This design comes from an exercise in tuning for small area on the open sky130 flow, not from production work. In this exercise RTL edits were held to simulation tests only and were not proved equivalent to the original.

--- flow/config.mk ---
export PLATFORM = sky130hd
export DESIGN_NAME = terrain_gen
export DESIGN_NICKNAME = terrain_gen
export VERILOG_FILES = /design/flow/design.v
export SDC_FILE = /design/flow/constraint.sdc
export NUM_CORES = 4
export LEC_CHECK = 0
export CAP_MARGIN = 20
export CORE_MARGIN = 2
export CORE_UTILIZATION = 40
export CTS_BUF_LIST = sky130_fd_sc_hd__clkbuf_4
export CTS_CLUSTER_SIZE = 10
export GPL_TIMING_DRIVEN = 0
export SLEW_MARGIN = 20
--- flow/constraint.sdc ---
create_clock -name core_clock -period 10.0 [get_ports {CLOCK_50}]
set_input_delay 2.0000 -clock core_clock [delete_from_list [all_inputs] [get_ports {CLOCK_50}]]
set_output_delay 2.0000 -clock core_clock [all_outputs]
set_load 0.01 [all_outputs]
--- flow/design.v ---
module terrain_gen #(
    parameter logic [7:0] MIN_H         = 8'd80,
    parameter logic [7:0] MAX_H         = 8'd115,
    parameter logic [2:0] GROUND_COLOUR = 3'b010
) (
    input  logic       CLOCK_50,
    input  logic       resetn,
    input  logic       start,
    input  logic [7:0] seed,
    input  logic       query_valid,
    input  logic [7:0] query_x,
    output logic [7:0] height,
    output logic       height_valid,
    output logic       ready,
    output logic       busy,
    output logic [7:0] vga_x,
    output logic [6:0] vga_y,
    output logic [2:0] vga_colour,
    output logic       vga_plot
);
    localparam logic [1:0] IDLE = 2'b00, READY = 2'b01, GEN = 2'b10, DRAW = 2'b11;
    logic [1:0] state_q, state_d;
    logic [7:0] cnt_q, cnt_d;       
    logic [5:0] h_q, h_d;           
    logic       hv_q, hv_d;
    logic [7:0] pos_q, pos_d;       
    logic       found_q, found_d;
    logic [5:0] acc_q, acc_d;       
    logic       s_gen, s_draw, s_ready;
    assign s_gen   = (state_q == GEN);
    assign s_draw  = (state_q == DRAW);
    assign s_ready = (state_q == READY);
    function automatic logic [4:0] rom(input logic [7:0] i);
        case (i)
            8'd0: rom = 5'd4;
            8'd1: rom = 5'd4;
            8'd2: rom = 5'd3;
            8'd3: rom = 5'd3;
            8'd4: rom = 5'd3;
            8'd5: rom = 5'd3;
            8'd6: rom = 5'd3;
            8'd7: rom = 5'd3;
            8'd8: rom = 5'd3;
            8'd9: rom = 5'd2;
            8'd10: rom = 5'd2;
            8'd11: rom = 5'd3;
            8'd12: rom = 5'd4;
            8'd13: rom = 5'd4;
            8'd14: rom = 5'd4;
            8'd15: rom = 5'd5;
            8'd16: rom = 5'd6;
            8'd17: rom = 5'd6;
            8'd18: rom = 5'd6;
            8'd19: rom = 5'd7;
            8'd20: rom = 5'd7;
            8'd21: rom = 5'd6;
            8'd22: rom = 5'd6;
            8'd23: rom = 5'd7;
            8'd24: rom = 5'd8;
            8'd25: rom = 5'd9;
            8'd26: rom = 5'd9;
            8'd27: rom = 5'd9;
            8'd28: rom = 5'd10;
            8'd29: rom = 5'd11;
            8'd30: rom = 5'd12;
            8'd31: rom = 5'd13;
            8'd32: rom = 5'd14;
            8'd33: rom = 5'd14;
            8'd34: rom = 5'd14;
            8'd35: rom = 5'd14;
            8'd36: rom = 5'd13;
            8'd37: rom = 5'd13;
            8'd38: rom = 5'd14;
            8'd39: rom = 5'd14;
            8'd40: rom = 5'd13;
            8'd41: rom = 5'd13;
            8'd42: rom = 5'd14;
            8'd43: rom = 5'd14;
            8'd44: rom = 5'd14;
            8'd45: rom = 5'd14;
            8'd46: rom = 5'd14;
            8'd47: rom = 5'd14;
            8'd48: rom = 5'd13;
            8'd49: rom = 5'd12;
            8'd50: rom = 5'd12;
            8'd51: rom = 5'd13;
            8'd52: rom = 5'd13;
            8'd53: rom = 5'd12;
            8'd54: rom = 5'd11;
            8'd55: rom = 5'd10;
            8'd56: rom = 5'd9;
            8'd57: rom = 5'd9;
            8'd58: rom = 5'd10;
            8'd59: rom = 5'd11;
            8'd60: rom = 5'd11;
            8'd61: rom = 5'd11;
            8'd62: rom = 5'd11;
            8'd63: rom = 5'd11;
            8'd64: rom = 5'd11;
            8'd65: rom = 5'd11;
            8'd66: rom = 5'd11;
            8'd67: rom = 5'd11;
            8'd68: rom = 5'd12;
            8'd69: rom = 5'd13;
            8'd70: rom = 5'd14;
            8'd71: rom = 5'd15;
            8'd72: rom = 5'd15;
            8'd73: rom = 5'd14;
            8'd74: rom = 5'd14;
            8'd75: rom = 5'd14;
            8'd76: rom = 5'd14;
            8'd77: rom = 5'd14;
            8'd78: rom = 5'd13;
            8'd79: rom = 5'd12;
            8'd80: rom = 5'd11;
            8'd81: rom = 5'd11;
            8'd82: rom = 5'd11;
            8'd83: rom = 5'd10;
            8'd84: rom = 5'd10;
            8'd85: rom = 5'd11;
            8'd86: rom = 5'd12;
            8'd87: rom = 5'd13;
            8'd88: rom = 5'd14;
            8'd89: rom = 5'd15;
            8'd90: rom = 5'd16;
            8'd91: rom = 5'd17;
            8'd92: rom = 5'd17;
            8'd93: rom = 5'd16;
            8'd94: rom = 5'd15;
            8'd95: rom = 5'd14;
            8'd96: rom = 5'd14;
            8'd97: rom = 5'd14;
            8'd98: rom = 5'd14;
            8'd99: rom = 5'd15;
            8'd100: rom = 5'd16;
            8'd101: rom = 5'd17;
            8'd102: rom = 5'd17;
            8'd103: rom = 5'd16;
            8'd104: rom = 5'd15;
            8'd105: rom = 5'd15;
            8'd106: rom = 5'd16;
            8'd107: rom = 5'd16;
            8'd108: rom = 5'd16;
            8'd109: rom = 5'd16;
            8'd110: rom = 5'd15;
            8'd111: rom = 5'd14;
            8'd112: rom = 5'd13;
            8'd113: rom = 5'd12;
            8'd114: rom = 5'd11;
            8'd115: rom = 5'd10;
            8'd116: rom = 5'd10;
            8'd117: rom = 5'd10;
            8'd118: rom = 5'd9;
            8'd119: rom = 5'd8;
            8'd120: rom = 5'd8;
            8'd121: rom = 5'd9;
            8'd122: rom = 5'd10;
            8'd123: rom = 5'd10;
            8'd124: rom = 5'd9;
            8'd125: rom = 5'd8;
            8'd126: rom = 5'd8;
            8'd127: rom = 5'd8;
            8'd128: rom = 5'd7;
            8'd129: rom = 5'd7;
            8'd130: rom = 5'd7;
            8'd131: rom = 5'd7;
            8'd132: rom = 5'd8;
            8'd133: rom = 5'd9;
            8'd134: rom = 5'd9;
            8'd135: rom = 5'd8;
            8'd136: rom = 5'd7;
            8'd137: rom = 5'd6;
            8'd138: rom = 5'd5;
            8'd139: rom = 5'd4;
            8'd140: rom = 5'd4;
            8'd141: rom = 5'd5;
            8'd142: rom = 5'd5;
            8'd143: rom = 5'd4;
            8'd144: rom = 5'd4;
            8'd145: rom = 5'd4;
            8'd146: rom = 5'd3;
            8'd147: rom = 5'd3;
            8'd148: rom = 5'd3;
            8'd149: rom = 5'd2;
            8'd150: rom = 5'd2;
            8'd151: rom = 5'd3;
            8'd152: rom = 5'd3;
            8'd153: rom = 5'd3;
            8'd154: rom = 5'd4;
            8'd155: rom = 5'd5;
            8'd156: rom = 5'd5;
            8'd157: rom = 5'd4;
            8'd158: rom = 5'd4;
            8'd159: rom = 5'd4;
            8'd160: rom = 5'd3;
            8'd161: rom = 5'd2;
            8'd162: rom = 5'd1;
            8'd163: rom = 5'd0;
            8'd164: rom = 5'd0;
            8'd165: rom = 5'd0;
            8'd166: rom = 5'd0;
            8'd167: rom = 5'd0;
            8'd168: rom = 5'd0;
            8'd169: rom = 5'd1;
            8'd170: rom = 5'd1;
            8'd171: rom = 5'd1;
            8'd172: rom = 5'd2;
            8'd173: rom = 5'd2;
            8'd174: rom = 5'd2;
            8'd175: rom = 5'd2;
            8'd176: rom = 5'd2;
            8'd177: rom = 5'd3;
            8'd178: rom = 5'd3;
            8'd179: rom = 5'd2;
            8'd180: rom = 5'd2;
            8'd181: rom = 5'd2;
            8'd182: rom = 5'd2;
            8'd183: rom = 5'd3;
            8'd184: rom = 5'd3;
            8'd185: rom = 5'd2;
            8'd186: rom = 5'd1;
            8'd187: rom = 5'd0;
            8'd188: rom = 5'd0;
            8'd189: rom = 5'd1;
            8'd190: rom = 5'd2;
            8'd191: rom = 5'd3;
            8'd192: rom = 5'd4;
            8'd193: rom = 5'd4;
            8'd194: rom = 5'd4;
            8'd195: rom = 5'd5;
            8'd196: rom = 5'd5;
            8'd197: rom = 5'd5;
            8'd198: rom = 5'd6;
            8'd199: rom = 5'd7;
            8'd200: rom = 5'd8;
            8'd201: rom = 5'd8;
            8'd202: rom = 5'd8;
            8'd203: rom = 5'd8;
            8'd204: rom = 5'd8;
            8'd205: rom = 5'd9;
            8'd206: rom = 5'd10;
            8'd207: rom = 5'd10;
            8'd208: rom = 5'd10;
            8'd209: rom = 5'd10;
            8'd210: rom = 5'd9;
            8'd211: rom = 5'd8;
            8'd212: rom = 5'd8;
            8'd213: rom = 5'd8;
            8'd214: rom = 5'd7;
            8'd215: rom = 5'd6;
            8'd216: rom = 5'd5;
            8'd217: rom = 5'd5;
            8'd218: rom = 5'd6;
            8'd219: rom = 5'd6;
            8'd220: rom = 5'd6;
            8'd221: rom = 5'd7;
            8'd222: rom = 5'd7;
            8'd223: rom = 5'd6;
            8'd224: rom = 5'd5;
            8'd225: rom = 5'd5;
            8'd226: rom = 5'd6;
            8'd227: rom = 5'd7;
            8'd228: rom = 5'd8;
            8'd229: rom = 5'd8;
            8'd230: rom = 5'd7;
            8'd231: rom = 5'd7;
            8'd232: rom = 5'd8;
            8'd233: rom = 5'd9;
            8'd234: rom = 5'd9;
            8'd235: rom = 5'd8;
            8'd236: rom = 5'd8;
            8'd237: rom = 5'd9;
            8'd238: rom = 5'd9;
            8'd239: rom = 5'd8;
            8'd240: rom = 5'd7;
            8'd241: rom = 5'd7;
            8'd242: rom = 5'd7;
            8'd243: rom = 5'd7;
            8'd244: rom = 5'd8;
            8'd245: rom = 5'd8;
            8'd246: rom = 5'd8;
            8'd247: rom = 5'd8;
            8'd248: rom = 5'd7;
            8'd249: rom = 5'd7;
            8'd250: rom = 5'd7;
            8'd251: rom = 5'd6;
            8'd252: rom = 5'd5;
            8'd253: rom = 5'd5;
            8'd254: rom = 5'd5;
            8'd255: rom = 5'd5;
            default: rom = 5'd0;
        endcase
    endfunction
    logic [7:0] op;
    logic [7:0] cnt_nx;
    logic       cnt_en;
    logic       wrap;
    logic [7:0] idx;
    logic [4:0] rv;
    logic [5:0] hsum, hpath;
    assign op = s_ready ? query_x : cnt_nx;
    always_comb begin
        logic [7:0] p, g;
        logic [8:0] c, pp;
        p = pos_q ^ op;
        g = pos_q & op;
        c[0]  = 1'b0;
        pp[0] = 1'b1;
        for (int i = 0; i < 8; i++) begin
            c[i+1]  = g[i] | (p[i] & c[i]);
            pp[i+1] = pp[i] & p[i];
        end
        wrap = c[8];
        for (int i = 0; i < 8; i++) begin
            idx[i] = p[i] ^ (c[i] | (pp[i] & wrap));
        end
    end
    assign rv = rom(idx);
    always_comb begin
        logic       c;
        logic [5:0] r6;
        r6 = {1'b0, rv};
        c  = wrap;
        for (int i = 0; i < 6; i++) begin
            hsum[i] = r6[i] ^ acc_q[i] ^ c;
            c       = (r6[i] & acc_q[i]) | (c & (r6[i] ^ acc_q[i]));
        end
    end
    assign hpath = (op[7] & (op[6] | op[5])) ? 6'd56 : hsum;
    logic       hit1, hit2, searching;
    logic [5:0] acc_step, acc_sum;
    assign hit1      = (pos_q == 8'hB2);
    assign hit2      = (pos_q == 8'h15);
    assign searching = s_gen && !found_q;
    always_comb begin
        if (!searching || hit1) acc_step = 6'd0;
        else if (hit2)          acc_step = {{5{~pos_q[1] & ~pos_q[2]}}, ~(pos_q[1] ^ pos_q[2])};  
        else case ({pos_q[3], pos_q[2], pos_q[1]})                                       
            3'b000:  acc_step = 6'b111110;
            3'b001,
            3'b100:  acc_step = 6'b111111;
            3'b101:  acc_step = 6'b000000;
            3'b010:  acc_step = 6'b000000;
            3'b011,
            3'b110:  acc_step = 6'b000001;
            default: acc_step = 6'b000010;
        endcase
    end
    logic       start_ok, col_end;
    assign start_ok = !state_q[1] && start;
    assign col_end  = (h_q == 6'd55);
    assign cnt_en   = s_gen || (s_draw && col_end);
    logic [5:0] h_inc;
    always_comb begin
        logic c;
        c = cnt_en;
        for (int i = 0; i < 8; i++) begin
            cnt_nx[i] = cnt_q[i] ^ c;
            c         = c & cnt_q[i];
        end
        c = 1'b1;
        for (int i = 0; i < 6; i++) begin
            h_inc[i] = h_q[i] ^ c;
            c        = c & h_q[i];
        end
        c = 1'b0;
        for (int i = 0; i < 6; i++) begin
            acc_sum[i] = acc_q[i] ^ acc_step[i] ^ c;
            c          = (acc_q[i] & acc_step[i]) | (c & (acc_q[i] ^ acc_step[i]));
        end
    end
    always_comb begin
        state_d = state_q;
        hv_d    = s_ready && query_valid;
        cnt_d   = start_ok ? 8'd96 : cnt_nx;
        h_d = (s_draw && !col_end) ? h_inc : hpath;
        acc_d   = start_ok ? 6'd28 : acc_sum;
        pos_d   = pos_q;
        found_d = found_q;
        if (start_ok) begin
            pos_d   = (seed == 8'h00) ? 8'h01 : seed;
            found_d = 1'b0;
        end else if (searching) begin
            if (hit1 || hit2) begin
                found_d = 1'b1;
                pos_d   = ~{cnt_q[6:0], hit2} - 8'd64;    
            end else begin
                pos_d = {2'b00, pos_q[7:2]}
                      ^ (pos_q[0] ? 8'h5C : 8'h00)
                      ^ (pos_q[1] ? 8'hB8 : 8'h00);
            end
        end
        case (state_q)
            IDLE, READY: if (start) state_d = GEN;
            GEN:         if (cnt_q == 8'd255) state_d = DRAW;
            DRAW:        if (col_end && cnt_q == 8'd159) state_d = READY;
            default:     state_d = IDLE;
        endcase
    end
    always_ff @(posedge CLOCK_50 or negedge resetn) begin
        if (!resetn) begin
            state_q <= IDLE;
            hv_q    <= 1'b0;
        end else begin
            state_q <= state_d;
            hv_q    <= hv_d;
        end
    end
    always_ff @(posedge CLOCK_50) begin
        cnt_q   <= cnt_d;
        h_q     <= h_d;
        pos_q   <= pos_d;
        found_q <= found_d;
        acc_q   <= acc_d;
    end
    assign height       = {1'b0, hv_q, h_q & {6{hv_q}}};
    assign height_valid = hv_q;
    assign ready        = s_ready;
    assign busy         = state_q[1];
    assign vga_x        = cnt_q & {8{s_draw}};
    assign vga_y        = {s_draw, h_q & {6{s_draw}}};
    assign vga_colour   = {1'b0, s_draw, 1'b0};
    assign vga_plot     = s_draw;
endmodule
--- flow/flow/run.sh ---
#!/bin/bash
# Layout flow: the standard flow (standard.sh), with two changes:
#  - synthesis maps the logic with an area-oriented ABC script (flow/abc.script) instead of
#    ORFS's speed script; everything else in synthesis is the standard script (synth_recipe.tcl
#    steps: -nofsm -noshare, flatten, rename), so the registers are the standard ones;
#  - synthesis leaves adders to ABC (no full/half-adder cell extraction) and inserts no
#    buffers on pass-through wires (port buffering below gives every port its own buffer);
#  - port buffers use the smallest buffer (buf_1); every port still gets its buffer.
set -euo pipefail
HERE=$(pwd)
export MY_WORK=$HERE/flow_work
export MY_ABC_SCRIPT=$HERE/flow/abc.script
mkdir -p "$MY_WORK"
sed "s#SYNTH_SCRIPT=[^ ]*#SYNTH_SCRIPT=$HERE/flow/synth.tcl#" standard.sh > my_standard.sh
grep -q "SYNTH_SCRIPT=$HERE/flow/synth.tcl" my_standard.sh
export BUFFER_PORTS_ARGS="-buffer_cell sky130_fd_sc_hd__buf_1"
bash my_standard.sh ADDER_MAP_FILE= SYNTH_INSBUF=0 synth > synth.log 2>&1
bash my_standard.sh finish > layout.log 2>&1
--- flow/flow/abc.script ---
strash
dch -f
amap
--- flow/flow/synth.tcl ---
proc synth {args} { yosys synth -nofsm -noshare {*}$args }
set f [open $::env(SCRIPTS_DIR)/synth_preamble.tcl]; set pre [read $f]; close $f
set pre [string map [list {set abc_script $::env(SCRIPTS_DIR)/abc_speed.script} "set abc_script $::env(MY_ABC_SCRIPT)" {set abc_script $::env(SCRIPTS_DIR)/abc_area.script} "set abc_script $::env(MY_ABC_SCRIPT)"] $pre]
set f [open $::env(MY_WORK)/preamble_mod.tcl w]; puts $f $pre; close $f
set f [open $::env(SCRIPTS_DIR)/synth.tcl]; set txt [read $f]; close $f
set txt [string map [list {source $::env(SCRIPTS_DIR)/synth_preamble.tcl} "source $::env(MY_WORK)/preamble_mod.tcl"] $txt]
set f [open $::env(MY_WORK)/synth_mod.tcl w]; puts $f $txt; close $f
source $::env(MY_WORK)/synth_mod.tcl
# left out here: clear keep_hierarchy, flatten, clean up, hide names made inside functions, write 1_2_yosys.v
--- flow/standard.sh ---
#!/bin/bash
# synth_recipe.tcl (not shown) runs the flow's synth.tcl, then flattens the netlist and writes it again
# the make line also repeats each setting of config.mk as NAME=value (left out here)
make -C /OpenROAD-flow-scripts/flow DESIGN_CONFIG=/design/flow/config.mk WORK_HOME=/design/flow/orfs CLKGATE_MAP_FILE= SYNTH_SCRIPT=/design/flow/synth_recipe.tcl "${@:-finish}"
==> qor.txt, run 1 <==
top_reg_cell synth - dfxtp_1
top cell family by delay on the critical path - compound AO/OA/AOI/OAI gates
Hold Fails Final Rpt - 0
synthesis-stage register bit count - 32
first-pass iteration count of the detailed router - 5
routed len/inst - 13.02 µm
CP Depth - 44
clk slew on worst S/H paths - 0.10 ns
CP Launch Point - state_q[1]
nets@finish - 533
Post-Synthesis Cell Area - 2813 µm²
register area - 735.7 µm²
Die Y - 87.86 µm
mean area per synthesized cell - 6.195 µm²
Worst Hold Class - flip-flop to flip-flop
CTS tree - done
CTS sink count - 32
Post-synth EDFFs - 8
Fill cells - 718
Post-Route WL - 7.941 mm
die width - 87.86 µm
Total GRT Usage - 21.28%
Clock Path Buffers - 2
Post-DP HPWL - 6.251 mm
Worst Setup Start Kind - flip-flop
input/output buffers - 46
Unique masters post-synth - 40
R2R depth - 44
layout cells sized above 1 - 2.918%
via count - 3,324
flop2flop setup slack - 1.15 ns
Worst R2R End - h_q[5]
Critical Path RT - 10.27 ns
Worst setup endpoint - h_q[5]
max-cap check violation count - 0
CP max-delay cell - a21oi_1
Util after Layout - 47.33%
DRT iter0 DRCs - 119
period utilization - 88.45%
H-tree Lvls - 2
Setup Viol. Count Final - 0
length of routed met2 wiring - 3.615 mm
WP data arrival - 9.12 ns
pre-CTS WS - 0.3576 ns
DIE AREA - 7719 µm²
vias per cell - 5.449
vias in the first global route - 2,968
Worst Skew - 0.01516 ns
DR WL met3 - 398 µm
later-pin clock latency in the skew report - 0.33 ns
commonest non-fill, non-tap cell in the layout - nor2_1
RSZ-0062 raised after global routing - false
Mapped Cells - 454
Synthesis Warnings - 1
gr ovfl total - 0
ANT cells - 0
Worst path most repeated cell - nor2_1
num ports - 50
sequential area share after synthesis - 26.16%
starting density of the core - 41.40%
CTS Hold Bufs - 0
Placer Congestion - 0.9089
Least-Margin Pin Slew - 0.8040 ns
first-pass GRT wire length - 13.28 mm
critical path class - flip-flop to flip-flop
Remaining DRCs - 0
final worst slack - 1.155 ns
WP buf/inv - 5
met1 WL - 3.743 mm
initial antenna violation count - 0
Final ANT Viol Nets - 0
Worst path max stage delay - 0.47 ns
num rows - 30
pin count of the biggest net entering global routing - 24
status - complete, no violations
Highest Signal Layer - met4
Area growth, synth to finish - 14.32%
minimum clock period - 8.845 ns
CP Capture Type - flip-flop
clock root buffer - clkbuf_4
CTS buffer count - 5
worst r2r src - state_q[1]
slew margin rel. - 45.83%
CP Max Fanout - 10
Core Region - 6794 µm²
most frequent cells in the layout - 124 x nor2_1, 56 x clkinv_1, 46 x buf_1
multi-input logic area - 1887 µm²
f_max - 113.1 MHz
Slew Limit Fails - 0
Async SR Flop Fraction - 9.375%
==> registers in the layout, summed over array words and instances (netlist names) <==
| signal | count |
|---|---|
| h_q | 6 |
| state_q | 2 |
| found_q | 1 |
| acc_q | 6 |
| pos_q | 8 |
| cnt_q | 8 |
| hv_q | 1 |
==> routing by layer <==
metal	vias up	track usage, %
met2	116	35.74
met1	1446	27.64
met3	18	3.016
li1	1744	-
met4	0	8.112
met5	-	0
==> metrics by stage <==
step                setup TNS (ns)  cells  hold slack [ns]  instance area (µm²)
floorplan                        0    456           0.4468                 2820
global placement         -0.004484    598           0.4593                 3113
detailed placement               0    599           0.4836                 3127
CTS                              0    607           0.5034                 3183
global route                     0    610           0.5362                 3216
finish                           0    610           0.5035                 3216
==> cell usage after synthesis (all sizes together) (2+ instances only) <==
master | instances | area [µm²]
or2 | 6 | 37.54
o211ai | 3 | 22.52
clkinv | 56 | 210.2
o22a | 10 | 87.58
a31oi | 4 | 25.02
a211oi | 6 | 45.04
edfxtp | 8 | 240.2
o32ai | 7 | 61.31
a21oi | 41 | 205.2
a22oi | 2 | 15.01
o31ai | 2 | 15.01
nor2 | 125 | 469.2
or3 | 2 | 12.51
a21o | 3 | 22.52
dfxtp | 21 | 420.4
nand2 | 37 | 138.9
o21ai | 35 | 175.2
nor2b | 8 | 50.05
dfrtp | 3 | 75.07
nor3 | 22 | 110.1
o22ai | 21 | 131.4
nand4 | 3 | 18.77
o21a | 7 | 52.55
nor4 | 5 | 31.28
o21bai | 2 | 15.01
==> area by class of cell <==
| type | count | area share [%] |
|---|---|---|
| multi-input cells | 368 | 58.68 |
| flip-flops and latches | 32 | 22.88 |
| inverters | 56 | 6.654 |
| repair buffers | 50 | 6.303 |
| well taps | 96 | 3.735 |
| clock buffers | 7 | 1.634 |
| clock inverters | 1 | 0.1167 |
==> worst min path at each step <==
stage                  start  endpoint  slack, ns  cells past startpoint
floorplan            found_q   found_q       0.45                      2
finish              acc_q[0]  acc_q[0]       0.50                      1
global route        acc_q[0]  acc_q[0]       0.54                      1
detailed placement   found_q   found_q       0.48                      2
global placement    acc_q[0]  acc_q[0]       0.46                      1
CTS                  found_q   found_q       0.50                      2
==> worst register-to-register path, delay by kind of cell (launching register included) <==
family | cells | cell delay (ns)
flip-flops | 1 | 0.44
AND/OR/NAND/NOR | 17 | 2.89
AO/OA/AOI/OAI | 22 | 4.48
buffers and inverters | 5 | 0.99
==> kinds of logic (layout without fill, tap and decap cells) <==
kind of cell	after synthesis	after routing	share of synthesized area [%]
other	1	3	0.1333
and+or+nand+nor	210	210	31.27
AOI/OAI and AO/OA	154	154	34.65
DFF	32	32	26.16
xor gates and xnor gates	1	1	0.3114
buffers and inverters	56	114	7.473
==> what timing repair did <==
| action | in CTS | in global routing |
|---|---|---|
| gates resized for setup | 0 | 5 |
| endpoints found under the setup margin | 0 | 4 |
| buffers inserted | 0 | 3 |
==> run 2, diff against run 1 <==
--- a/flow/design.v
+++ b/flow/design.v
@@ -328,24 +328,9 @@
     end
     assign hpath = (op[7] & (op[6] | op[5])) ? 6'd56 : hsum;
     logic       hit1, hit2, searching;
-    logic [5:0] acc_step, acc_sum;
     assign hit1      = (pos_q == 8'hB2);
     assign hit2      = (pos_q == 8'h15);
     assign searching = s_gen && !found_q;
-    always_comb begin
-        if (!searching || hit1) acc_step = 6'd0;
-        else if (hit2)          acc_step = {{5{~pos_q[1] & ~pos_q[2]}}, ~(pos_q[1] ^ pos_q[2])};  
-        else case ({pos_q[3], pos_q[2], pos_q[1]})                                       
-            3'b000:  acc_step = 6'b111110;
-            3'b001,
-            3'b100:  acc_step = 6'b111111;
-            3'b101:  acc_step = 6'b000000;
-            3'b010:  acc_step = 6'b000000;
-            3'b011,
-            3'b110:  acc_step = 6'b000001;
-            default: acc_step = 6'b000010;
-        endcase
-    end
     logic       start_ok, col_end;
     assign start_ok = !state_q[1] && start;
     assign col_end  = (h_q == 6'd55);
@@ -363,18 +348,17 @@
             h_inc[i] = h_q[i] ^ c;
             c        = c & h_q[i];
         end
-        c = 1'b0;
-        for (int i = 0; i < 6; i++) begin
-            acc_sum[i] = acc_q[i] ^ acc_step[i] ^ c;
-            c          = (acc_q[i] & acc_step[i]) | (c & (acc_q[i] ^ acc_step[i]));
-        end
     end
     always_comb begin
         state_d = state_q;
         hv_d    = s_ready && query_valid;
         cnt_d   = start_ok ? 8'd96 : cnt_nx;
-        h_d = (s_draw && !col_end) ? h_inc : hpath;
-        acc_d   = start_ok ? 6'd28 : acc_sum;
+        if (s_draw && !col_end) h_d = h_inc;
+        else if (s_gen)         h_d = 6'd33;
+        else                    h_d = hpath;
+        if (start_ok)                    acc_d = 6'd30;
+        else if (s_gen && cnt_q == 8'd255) acc_d = ~hsum;
+        else                             acc_d = acc_q;
         pos_d   = pos_q;
         found_d = found_q;
         if (start_ok) begin
==> flow/flow/abc.script (replaced) <==
strash
balance -l
resub -K 6 -l
rewrite -l
resub -K 6 -N 2 -l
refactor -l
resub -K 8 -l
balance -l
resub -K 8 -N 2 -l
rewrite -l
resub -K 10 -l
rewrite -z -l
resub -K 10 -N 2 -l
balance -l
resub -K 12 -l
refactor -z -l
resub -K 12 -N 2 -l
rewrite -z -l
balance -l
dch -f
amap
==> run 2 against run 1 <==
Against the previous run:
- register-to-register slack improved by 0.21 ns
- synthesized area fell by 5.5%
- largest cell class unchanged
- critical path type unchanged
- non-clock buffer count fell by 4
- clock-buffer cell count fell by 1
- fmax rose by 2.5%
==> qor.txt, run 2 <==
Die Y - 85.53 µm (-2.6%)
Post-DP HPWL - 5.680 mm (-9.1%)
Area growth, synth to finish - 12.75%
Clock Path Buffers - 2 (unchanged)
vias in the first global route - 2,756 (-7.1%)
Unique masters post-synth - 36 (-10%)
Total GRT Usage - 20.49% (-0.80 points)
Fill cells - 710 (-1.1%)
DIE AREA - 7315 µm² (-5.2%)
gr ovfl total - 0 (unchanged)
Worst Skew - 0.01482 ns (-0.0003446 ns)
max-cap check violation count - 0 (unchanged)
nets@finish - 513 (-3.8%)
ANT cells - 0 (unchanged)
Setup Viol. Count Final - 0 (unchanged)
placed cells - 563 (-6.0%)
DRT iter0 DRCs - 169 (+42%)
Remaining DRCs - 0 (unchanged)
Non-Filler Instances - 571 (-6.4%)
hold wc startpoint - acc_q[0]
Slew Limit Fails - 0 (unchanged)
Worst Hold Class - flip-flop to flip-flop
CTS tree - done
via count - 3,179 (-4.4%)
Setup Fix Bufs, Post-CTS - 0 (unchanged)
first-pass GRT wire length - 12.43 mm (-6.4%)
Critical Path RT - 10.21 ns (-0.06 ns)
pin count of the biggest net entering global routing - 19 (-21%)
top-count cell post-synth - nor2_1
WP data arrival - 8.84 ns (-0.28 ns)
starting density of the core - 41.63% (+0.23 points)
top cell type's share of synthesized area - 20.89% (+4.2 points)
CTS buffer count - 5 (unchanged)
Synthesis Warnings - 1 (unchanged)
input/output buffers - 46 (unchanged)
top_reg_cell synth - dfxtp_1
period utilization - 86.33% (-2.1 points)
mean area per synthesized cell - 6.070 µm² (-2.0%)
Least-Margin Pin Slew - 1.047 ns (+0.2432 ns)
Mapped Cells - 438 (-3.5%)
Final ANT Viol Nets - 0 (unchanged)
minimum clock period - 8.633 ns (-0.2126 ns)
synth cell count leaders - 148 x nor2_1, 59 x clkinv_1, 50 x o21ai_0
initial antenna violation count - 0 (unchanged)
CTS sink count - 32 (unchanged)
CP Max Fanout - 17 (+7)
top flop regs - cnt_q (8), pos_q (8)
status - complete, no violations
num ports - 50 (unchanged)
num rows - 29 (-3.3%)
H-tree Lvls - 2 (unchanged)
Worst path max stage delay - 0.51 ns (+0.04 ns)
CTS Hold Bufs - 0 (unchanged)
Hold Fails Final Rpt - 0 (unchanged)
vias per cell - 5.567 (+2.2%)
worst r2r src - state_q[1]
clock root buffer - clkbuf_4
Cells on Worst Hold Path - 2 (+1)
f_max - 115.8 MHz (+2.5%)
Post-synth EDFFs - 8 (unchanged)
later-pin clock latency in the skew report - 0.33 ns (about the same)
Placer Congestion - 0.9347 (+2.8%)
commonest non-fill, non-tap cell in the layout - nor2_1
sequential area share after synthesis - 27.67% (+1.5 points)
flop2flop setup slack - 1.37 ns (+0.21 ns)
routed len/inst - 12.73 µm (-2.2%)
CP max-delay cell - clkinv_1
most frequent cells in the layout - 148 x nor2_1, 60 x clkinv_1, 46 x o21ai_0, 46 x buf_1, 32 x nand2_1
Post-Synthesis Cell Area - 2659 µm² (-5.5%)
ranking of synthesized cells by area - nor2_1 21%, dfxtp_1 16%, o21ai_0 9.4%
die width - 85.53 µm (-2.6%)
critical path class - flip-flop to flip-flop
clk slew on worst S/H paths - 0.10 ns (about the same)
Worst path most repeated cell - nor2_1
layout cells sized above 1 - 1.619% (-1.3 points)
Async SR Flop Fraction - 9.375% (unchanged)
RSZ-0062 raised after global routing - false
Worst R2R End - acc_q[5]
Post-Route WL - 7.267 mm (-8.5%)
Yosys top cell by area - nor2_1
CTS resizes - 0 (unchanged)
Worst Setup Start Kind - flip-flop
slew margin rel. - 29.45% (-16 points)
Core Region - 6386 µm² (-6.0%)
CP Capture Type - flip-flop
synthesis-stage register bit count - 32 (unchanged)
setup tns final - 0 ns (unchanged)
R2R depth - 47 (+6.8%)
first-pass iteration count of the detailed router - 5 (unchanged)
hold endpoint - acc_q[0]
## run 2: cells by family (layout without fill, tap and decap cells)
kind of cell    Yosys count  in the layout  share of synthesized area [%]
flops                    32             32                          27.67
compound gates          125            125                          29.46
buf+inv                  59            113                          8.329
simple gates            221            221                          34.40
other cells               1              3                         0.1410
## run 2: worst max-delay path by stage
stage | startpoint | endpoint | slack (ns) | depth (start not counted)
4_1_cts | state_q[1] | acc_q[5] | 1.13 | 45
5_1_grt | state_q[1] | acc_q[5] | 0.03 | 49
3_5_place_dp | state_q[1] | acc_q[5] | 1.20 | 49
6_report | state_q[1] | acc_q[5] | 1.37 | 47
2_1_floorplan | state_q[1] | acc_q[5] | 2.40 | 49
3_3_place_gp | state_q[1] | acc_q[5] | 0.94 | 43
## run 2: routing by layer
layer	up-vias	global-route usage, %	share of wire (%)
met5	-	0	0
met4	0	6.926	1.8
met3	17	2.791	7.9
met2	161	32.24	43
met1	1372	28.96	47
li1	1629	-	-
## run 2: critical path, delay by kind of cell, from the launching register on
kind                   cells  cell delay [ns]
AO/OA/AOI/OAI             16             3.76
AND/OR/NAND/NOR           24             2.94
buffers and inverters      7             1.36
flip-flops                 1             0.41
## run 2: area by class of cell
class                           count  area (µm²)  share of cell area [%]
Multi-Input combinational cell    349        1715                   57.22
Clock inverter                      2       7.507                  0.2504
Tap cell                           77       96.34                   3.214
Timing Repair Buffer               46       172.7                   5.760
Clock buffer                        6       45.04                   1.503
Sequential cell                    32       735.7                   24.54
Inverter                           59       225.2                   7.513
## run 2: through the flow
stage | setup WS (ns) | area [µm²] | hold slack [ns] | util, %
CTS | 1.131 | 2988 | 0.4885 | 46.79
detailed placement | 1.198 | 2935 | 0.4617 | 45.96
finish | 1.367 | 2998 | 0.4883 | 46.94
floorplan | 2.402 | 2666 | 0.4316 | -
global placement | 0.9398 | 2935 | 0.4527 | 45.96
global route | 0.03058 | 2998 | 0.5247 | 46.94
==> run 3, diff against run 2 <==
--- a/flow/config.mk
+++ b/flow/config.mk
@@ -8,7 +8,8 @@
 export CAP_MARGIN = 20
 export CORE_MARGIN = 2
 export CORE_UTILIZATION = 40
-export CTS_BUF_LIST = sky130_fd_sc_hd__clkbuf_4
-export CTS_CLUSTER_SIZE = 10
+export CTS_BUF_LIST = sky130_fd_sc_hd__clkbuf_8
+export CTS_CLUSTER_DIAMETER = 300
+export CTS_CLUSTER_SIZE = 32
 export GPL_TIMING_DRIVEN = 0
 export SLEW_MARGIN = 20
==> run 3 against run 2 <==
Against the previous run:
- still clean
- wire length fell by 0.72%
- clock skew fell by 0.0050 ns
- sequential cell count did not move
- highest routed layer unchanged
==> qor.txt, run 3 <==
status - complete, no violations
clk slew on worst S/H paths - 0.07 ns (-0.03 ns)
top-count cell post-synth - nor2_1
slew margin rel. - 28.48% (-0.97 points)
mean area per synthesized cell - 6.070 µm² (unchanged)
Post-DP HPWL - 5.680 mm (unchanged)
Fill cells - 703 (-0.99%)
critical path class - flip-flop to flip-flop
Least-Margin Pin Slew - 1.062 ns (+0.01443 ns)
Worst path max stage delay - 0.50 ns (about the same)
via count - 3,147 (-1.0%)
ranking of synthesized cells by area - nor2_1 21%, dfxtp_1 16%, o21ai_0 9.4%
Remaining DRCs - 0 (unchanged)
Final ANT Viol Nets - 0 (unchanged)
CP Capture Type - flip-flop
Post-synth EDFFs - 8 (unchanged)
Hold Fails Final Rpt - 0 (unchanged)
Yosys top cell by area - nor2_1
nets@finish - 513 (unchanged)
num rows - 29 (unchanged)
top_reg_cell synth - dfxtp_1
first-pass iteration count of the detailed router - 5 (unchanged)
first-pass GRT wire length - 12.46 mm (+0.28%)
CTS buffer count - 5 (unchanged)
later-pin clock latency in the skew report - 0.28 ns (-0.05 ns)
vias per cell - 5.511 (-1.0%)
Placer Congestion - 0.9347 (unchanged)
DRT iter0 DRCs - 195 (+15%)
Setup Fix Bufs, Post-CTS - 0 (unchanged)
Unique masters post-synth - 36 (unchanged)
f_max - 115.4 MHz (-0.36%)
Setup Viol. Count Final - 0 (unchanged)
Worst Hold Class - flip-flop to flip-flop
top cell type's share of synthesized area - 20.89% (unchanged)
Post-Synthesis Cell Area - 2659 µm² (unchanged)
top flop regs - cnt_q (8), pos_q (8)
synth cell count leaders - 148 x nor2_1, 59 x clkinv_1, 50 x o21ai_0
input/output buffers - 46 (unchanged)
initial antenna violation count - 0 (unchanged)
H-tree Lvls - 2 (unchanged)
minimum clock period - 8.664 ns (+0.03126 ns)
most frequent cells in the layout - 148 x nor2_1, 58 x clkinv_1, 46 x o21ai_0, 46 x buf_1, 32 x nand2_1
layout cells sized above 1 - 1.822% (+0.20 points)
WP data arrival - 8.82 ns (-0.02 ns)
gr ovfl total - 0 (unchanged)
Synthesis Warnings - 1 (unchanged)
DIE AREA - 7315 µm² (unchanged)
Slew Limit Fails - 0 (unchanged)
clock root buffer - clkbuf_8
num ports - 50 (unchanged)
commonest non-fill, non-tap cell in the layout - nor2_1
vias in the first global route - 2,768 (+0.44%)
Mapped Cells - 438 (unchanged)
synthesis-stage register bit count - 32 (unchanged)
die width - 85.53 µm (unchanged)
pin count of the biggest net entering global routing - 19 (unchanged)
Core Region - 6386 µm² (unchanged)
Async SR Flop Fraction - 9.375% (unchanged)
setup tns final - 0 ns (unchanged)
period utilization - 86.64% (+0.31 points)
Total GRT Usage - 20.53% (+0.040 points)
sequential area share after synthesis - 27.67% (unchanged)
max-cap check violation count - 0 (unchanged)
ANT cells - 0 (unchanged)
CTS sink count - 32 (unchanged)
Worst path most repeated cell - nor2_1
Critical Path RT - 10.15 ns (-0.06 ns)
Post-Route WL - 7.215 mm (-0.72%)
RSZ-0062 raised after global routing - false
CP max-delay cell - clkinv_1
Worst Setup Start Kind - flip-flop
starting density of the core - 41.63% (unchanged)
CP Max Fanout - 17 (unchanged)
Die Y - 85.53 µm (unchanged)
Area growth, synth to finish - 14.54%
Clock Path Buffers - 2 (unchanged)
Worst Skew - 0.009830 ns (-0.004988 ns)
routed len/inst - 12.64 µm (-0.72%)
CTS tree - done
-- run 3: cell counts after synthesis --
Identical to the previous run, type by type.
-- run 3: worst max-delay path, delay by kind of cell (launching register included) --
family | cells | cell delay, ns
compound gates | 16 | 3.77
buf+inv | 7 | 1.35
flops | 1 | 0.39
simple gates | 24 | 2.96
-- run 3: final timing paths --
check / start / end / slack, ns / cells after the start
worst max-delay path: state_q[1] / acc_q[5] / 1.34 / 47
worst min-delay path: acc_q[0] / acc_q[0] / 0.48 / 2
worst max register to register: state_q[1] / acc_q[5] / 1.34 / 47
worst min register to register: acc_q[0] / acc_q[0] / 0.48 / 2
max in group asynchronous: resetn / hv_q / 8.32 / 1
min in group asynchronous: resetn / state_q[1] / 1.52 / 1
-- run 3: area by class of cell --
| type | instances | area (µm²) | area share [%] |
|---|---|---|---|
| clock buffer | 7 | 96.34 | 3.164 |
| clock inverter | 1 | 3.754 | 0.1233 |
| inverter | 59 | 225.2 | 7.395 |
| multi-input combinational | 349 | 1715 | 56.33 |
| sequential | 32 | 735.7 | 24.16 |
| tap | 77 | 96.34 | 3.164 |
| timing repair buffer | 46 | 172.7 | 5.670 |
-- run 3: repair_timing --
| item | in CTS | in global routing |
|---|---|---|
| gates resized for setup | 0 | 3 |
| hold endpoints to repair | 0 | 0 |
| endpoints found under the setup margin | 0 | 4 |
| hold buffers | 0 | 0 |
-- run 3: cells by family (layout without fill, tap and decap cells) --
group | count (synthesis) | in the layout | share of synthesized area [%]
simple gates | 221 | 221 | 34.40
compound gates | 125 | 125 | 29.46
buf+inv | 59 | 113 | 8.329
flops | 32 | 32 | 27.67
other cells | 1 | 3 | 0.1410
-- run 3: through the flow --
step | setup WS [ns] | instance area, µm² | utilization [%] | hold slack, ns | std cells
2_1_floorplan | 2.402 | 2666 | - | 0.4316 | 440
3_3_place_gp | 0.9398 | 2935 | 45.96 | 0.4527 | 563
3_5_place_dp | 1.198 | 2935 | 45.96 | 0.4617 | 563
4_1_cts | 1.140 | 3035 | 47.53 | 0.4799 | 571
5_1_grt | 0.04295 | 3045 | 47.69 | 0.5183 | 571
6_report | 1.336 | 3045 | 47.69 | 0.4849 | 571
-- run 3: routing by layer --
layer	global-route usage [%]	part of all wire, %	wire [µm]	up-vias
met5	0	0	0	-
met4	6.926	1.8	127	0
met3	2.502	5.8	418	17
met2	32.74	44	3163	136
met1	28.85	49	3505	1363
li1	-	-	-	1631
==> run 4, diff against run 3 <==
--- a/flow/flow/run.sh
+++ b/flow/flow/run.sh
@@ -1,7 +1,7 @@
 #!/bin/bash
-# Layout flow: the standard flow (standard.sh), with two changes:
-#  - synthesis maps the logic with an area-oriented ABC script (flow/abc.script) instead of
-#    ORFS's speed script; everything else in synthesis is the standard script (synth_recipe.tcl
+# Layout flow: the standard flow (standard.sh), with these changes:
+#  - synthesis maps the logic with an area-oriented ABC script (flow/abc.script: logic
+#    restructuring, choice computation, area mapping) instead of ORFS's speed script; everything else in synthesis is the standard script (synth_recipe.tcl
 #    steps: -nofsm -noshare, flatten, rename), so the registers are the standard ones;
 #  - synthesis leaves adders to ABC (no full/half-adder cell extraction) and inserts no
 #    buffers on pass-through wires (port buffering below gives every port its own buffer);
--- a/flow/config.mk
+++ b/flow/config.mk
@@ -8,8 +8,7 @@
 export CAP_MARGIN = 20
 export CORE_MARGIN = 2
 export CORE_UTILIZATION = 40
-export CTS_BUF_LIST = sky130_fd_sc_hd__clkbuf_8
-export CTS_CLUSTER_DIAMETER = 300
-export CTS_CLUSTER_SIZE = 32
+export CTS_BUF_LIST = sky130_fd_sc_hd__clkbuf_4
+export CTS_CLUSTER_SIZE = 10
 export GPL_TIMING_DRIVEN = 0
 export SLEW_MARGIN = 20
==> run 4 against run 3 <==
Against the previous run:
- highest routed layer unchanged
- die area is the same
- global-route usage about the same
- cell count is the same
- via count increased by 1.0%
- setup slack better by 0.031 ns
- design area is 1.6% lower
==> qor.txt, run 4 <==
post-synthesis simple-gate area fraction - 34.40% (unchanged)
DRT iter0 DRCs - 169 (-13%)
sequential area share after synthesis - 27.67% (unchanged)
WP data arrival - 8.84 ns (+0.02 ns)
starting density of the core - 41.63% (unchanged)
critical path class - flip-flop to flip-flop
grt met1 use - 28.96% (+0.12 points)
synthesis-stage register bit count - 32 (unchanged)
vias per cell - 5.567 (+1.0%)
pre-CTS WS - 1.198 ns (unchanged)
minimum clock period - 8.633 ns (-0.03126 ns)
input/output buffers - 46 (unchanged)
Core Region - 6386 µm² (unchanged)
f_max - 115.8 MHz (+0.36%)
Unique masters post-synth - 36 (unchanged)
synth cell count leaders - 148 x nor2_1, 59 x clkinv_1, 50 x o21ai_0
hold endpoint - acc_q[0]
clk slew on worst S/H paths - 0.10 ns (+0.03 ns)
top flop regs - cnt_q (8), pos_q (8)
DIE AREA - 7315 µm² (unchanged)
R2R depth - 47 (unchanged)
Die Y - 85.53 µm (unchanged)
Yosys top cell by area - nor2_1
top cell family by delay on the critical path - compound AO/OA/AOI/OAI gates
final worst slack - 1.367 ns (+0.03126 ns)
Placer Congestion - 0.9347 (unchanged)
worst r2r src - state_q[1]
Worst path max stage delay - 0.51 ns (about the same)
top_reg_cell synth - dfxtp_1
commonest non-fill, non-tap cell in the layout - nor2_1
Worst path most repeated cell - nor2_1
ranking of synthesized cells by area - nor2_1 21%, dfxtp_1 16%, o21ai_0 9.4%
via count - 3,179 (+1.0%)
period utilization - 86.33% (-0.31 points)
die width - 85.53 µm (unchanged)
mean area per synthesized cell - 6.070 µm² (unchanged)
Cells on Worst Hold Path - 2 (unchanged)
Total GRT Usage - 20.49% (-0.040 points)
WP buf/inv - 7 (unchanged)
slew margin rel. - 29.45% (+0.97 points)
Critical Path RT - 10.21 ns (+0.06 ns)
num rows - 29 (unchanged)
Fill cells - 710 (+1.0%)
top-count cell post-synth - nor2_1
Setup Viol. Count Final - 0 (unchanged)
Hold Fails Final Rpt - 0 (unchanged)
ANT cells - 0 (unchanged)
later-pin clock latency in the skew report - 0.33 ns (+0.05 ns)
Area growth, synth to finish - 12.75%
adder-cell area share of the yosys netlist - 0% (unchanged)
status - complete, no violations
CP max-delay cell - clkinv_1
flop2flop setup slack - 1.37 ns (+0.03 ns)
first-pass GRT wire length - 12.43 mm (-0.28%)
first-pass iteration count of the detailed router - 5 (unchanged)
CP Capture Type - flip-flop
Remaining DRCs - 0 (unchanged)
pin count of the biggest net entering global routing - 19 (unchanged)
Post-synth EDFFs - 8 (unchanged)
GR Layer Usage met2 - 32.24% (-0.50 points)
Worst Setup Start Kind - flip-flop
Post-Route WL - 7.267 mm (+0.72%)
Worst R2R End - acc_q[5]
Post-Synth XOR/XNOR Area - 0% (unchanged)
CP Max Fanout - 17 (unchanged)
busiest grt layer - met2
CTS buffer count - 5 (unchanged)
num ports - 50 (unchanged)
Clock Path Buffers - 2 (unchanged)
routed len/inst - 12.73 µm (+0.72%)
clock root buffer - clkbuf_4
nets@finish - 513 (unchanged)
Async SR Flop Fraction - 9.375% (unchanged)
top cell type's share of synthesized area - 20.89% (unchanged)
largest family of logic cells by synthesized area - simple AND/OR/NAND/NOR gates
Post-Synthesis Cell Area - 2659 µm² (unchanged)
Least-Margin Pin Slew - 1.047 ns (-0.01443 ns)
H-tree Lvls - 2 (unchanged)
Post-DP HPWL - 5.680 mm (unchanged)
vias in the first global route - 2,756 (-0.43%)
Worst Skew - 0.01482 ns (+0.004988 ns)
Setup Fix Bufs, Post-CTS - 0 (unchanged)
CTS tree - done
Worst Hold Class - flip-flop to flip-flop
initial antenna violation count - 0 (unchanged)
max-cap check violation count - 0 (unchanged)
CTS sink count - 32 (unchanged)
Final ANT Viol Nets - 0 (unchanged)
gr ovfl total - 0 (unchanged)
most frequent cells in the layout - 148 x nor2_1, 60 x clkinv_1, 46 x o21ai_0, 46 x buf_1, 32 x nand2_1
post-synthesis mux area share - 0% (unchanged)
M3 GR Usage - 2.791% (+0.29 points)
layout cells sized above 1 - 1.619% (-0.20 points)
Mapped Cells - 438 (unchanged)
Synthesis Warnings - 1 (unchanged)
RSZ-0062 raised after global routing - false
hold wc startpoint - acc_q[0]
setup tns final - 0 ns (unchanged)
Synth Area in Compound Gates - 29.46% (unchanged)
Slew Limit Fails - 0 (unchanged)
==> run 4: cell count changes in the layout (fill, tap and decap cells not counted), sizes merged <==
cell,previous run,this run
clkinv,58,60
clkbuf,7,6
inv,1,0
==> run 4: worst max path at each step <==
stage               startpoint       end  slack, ns  cells past startpoint
global route        state_q[1]  acc_q[5]       0.03                     49
floorplan           state_q[1]  acc_q[5]       2.40                     49
finish              state_q[1]  acc_q[5]       1.37                     47
global placement    state_q[1]  acc_q[5]       0.94                     43
CTS                 state_q[1]  acc_q[5]       1.13                     45
detailed placement  state_q[1]  acc_q[5]       1.20                     49
==> run 4: logic make-up after synthesis <==
logic type / Yosys count
AND/OR/NAND/NOR: 221
flip-flops: 32
AO/OA/AOI/OAI: 125
other: 1
buffers and inverters: 59
==> run 4: metal layers <==
| metal | share of wire [%] | routed length, µm | up-vias |
|---|---|---|---|
| li1 | - | - | 1629 |
| met3 | 7.9 | 576 | 17 |
| met5 | 0 | 0 | - |
| met1 | 47 | 3413 | 1372 |
| met2 | 43 | 3148 | 161 |
| met4 | 1.8 | 128 | 0 |
==> run 4: worst min-delay path: cells and delay by family, from the launching register on <==
kind / cells / cell delay [ns]
buffers and inverters: 1 / 0.06
flip-flops: 1 / 0.31
AO/OA/AOI/OAI: 1 / 0.08
==> run 4: final cells by class <==
class	instances	area, µm²	share of cell area (%)
multi-input cells	349	1715	57.22
flip-flops and latches	32	735.7	24.54
inverters	59	225.2	7.513
repair buffers	46	172.7	5.760
well taps	77	96.34	3.214
clock buffers	6	45.04	1.503
clock inverters	2	7.507	0.2504
==> run 4: timing repair <==
item	4_1_cts	5_1_grt
setup endpoints to repair	0	4
gates resized for setup	0	3
hold buffers	0	0
==> run 4: metrics by stage <==
step	instances	util (%)	hold slack, ns	area [µm²]
final	571	46.94	0.4883	2998
after CTS	571	46.79	0.4885	2988
after detailed placement	563	45.96	0.4617	2935
after global routing	571	46.94	0.5247	2998
after global placement	563	45.96	0.4527	2935
after floorplan	440	-	0.4316	2666

==> separate check: timing with driven ports <==
The flow's constraints put no driver on any port. The routed layouts listed below were extracted and timed again, unchanged, in two steps. Step 1 sets driving cells, clkbuf_16 on the clock port and buf_2 on the other inputs (assumed; they add their load-dependent delay and slew). Step 2 moves the port delays by t, midway between the first and last clock arrival at a register: inputs arrive t later, outputs are due t later. That takes back most of the time a late clock gives input paths. Slacks: no drivers / after step 1 / after step 2; pairs: no drivers / after step 1.
run | t (ns) | setup slack, ns | worst slew at a driven data input, ns
run 1 | 0.351 | 1.155 / 1.155 / 1.155 | 0.03
run 2 | 0.351 | 1.367 / 1.367 / 1.367 | 0.03
run 3 | 0.306 | 1.336 / 1.336 / 1.336 | 0.03
run 4 | 0.351 | 1.367 / 1.367 / 1.367 | 0.03
After both steps every run listed still meets setup and hold.
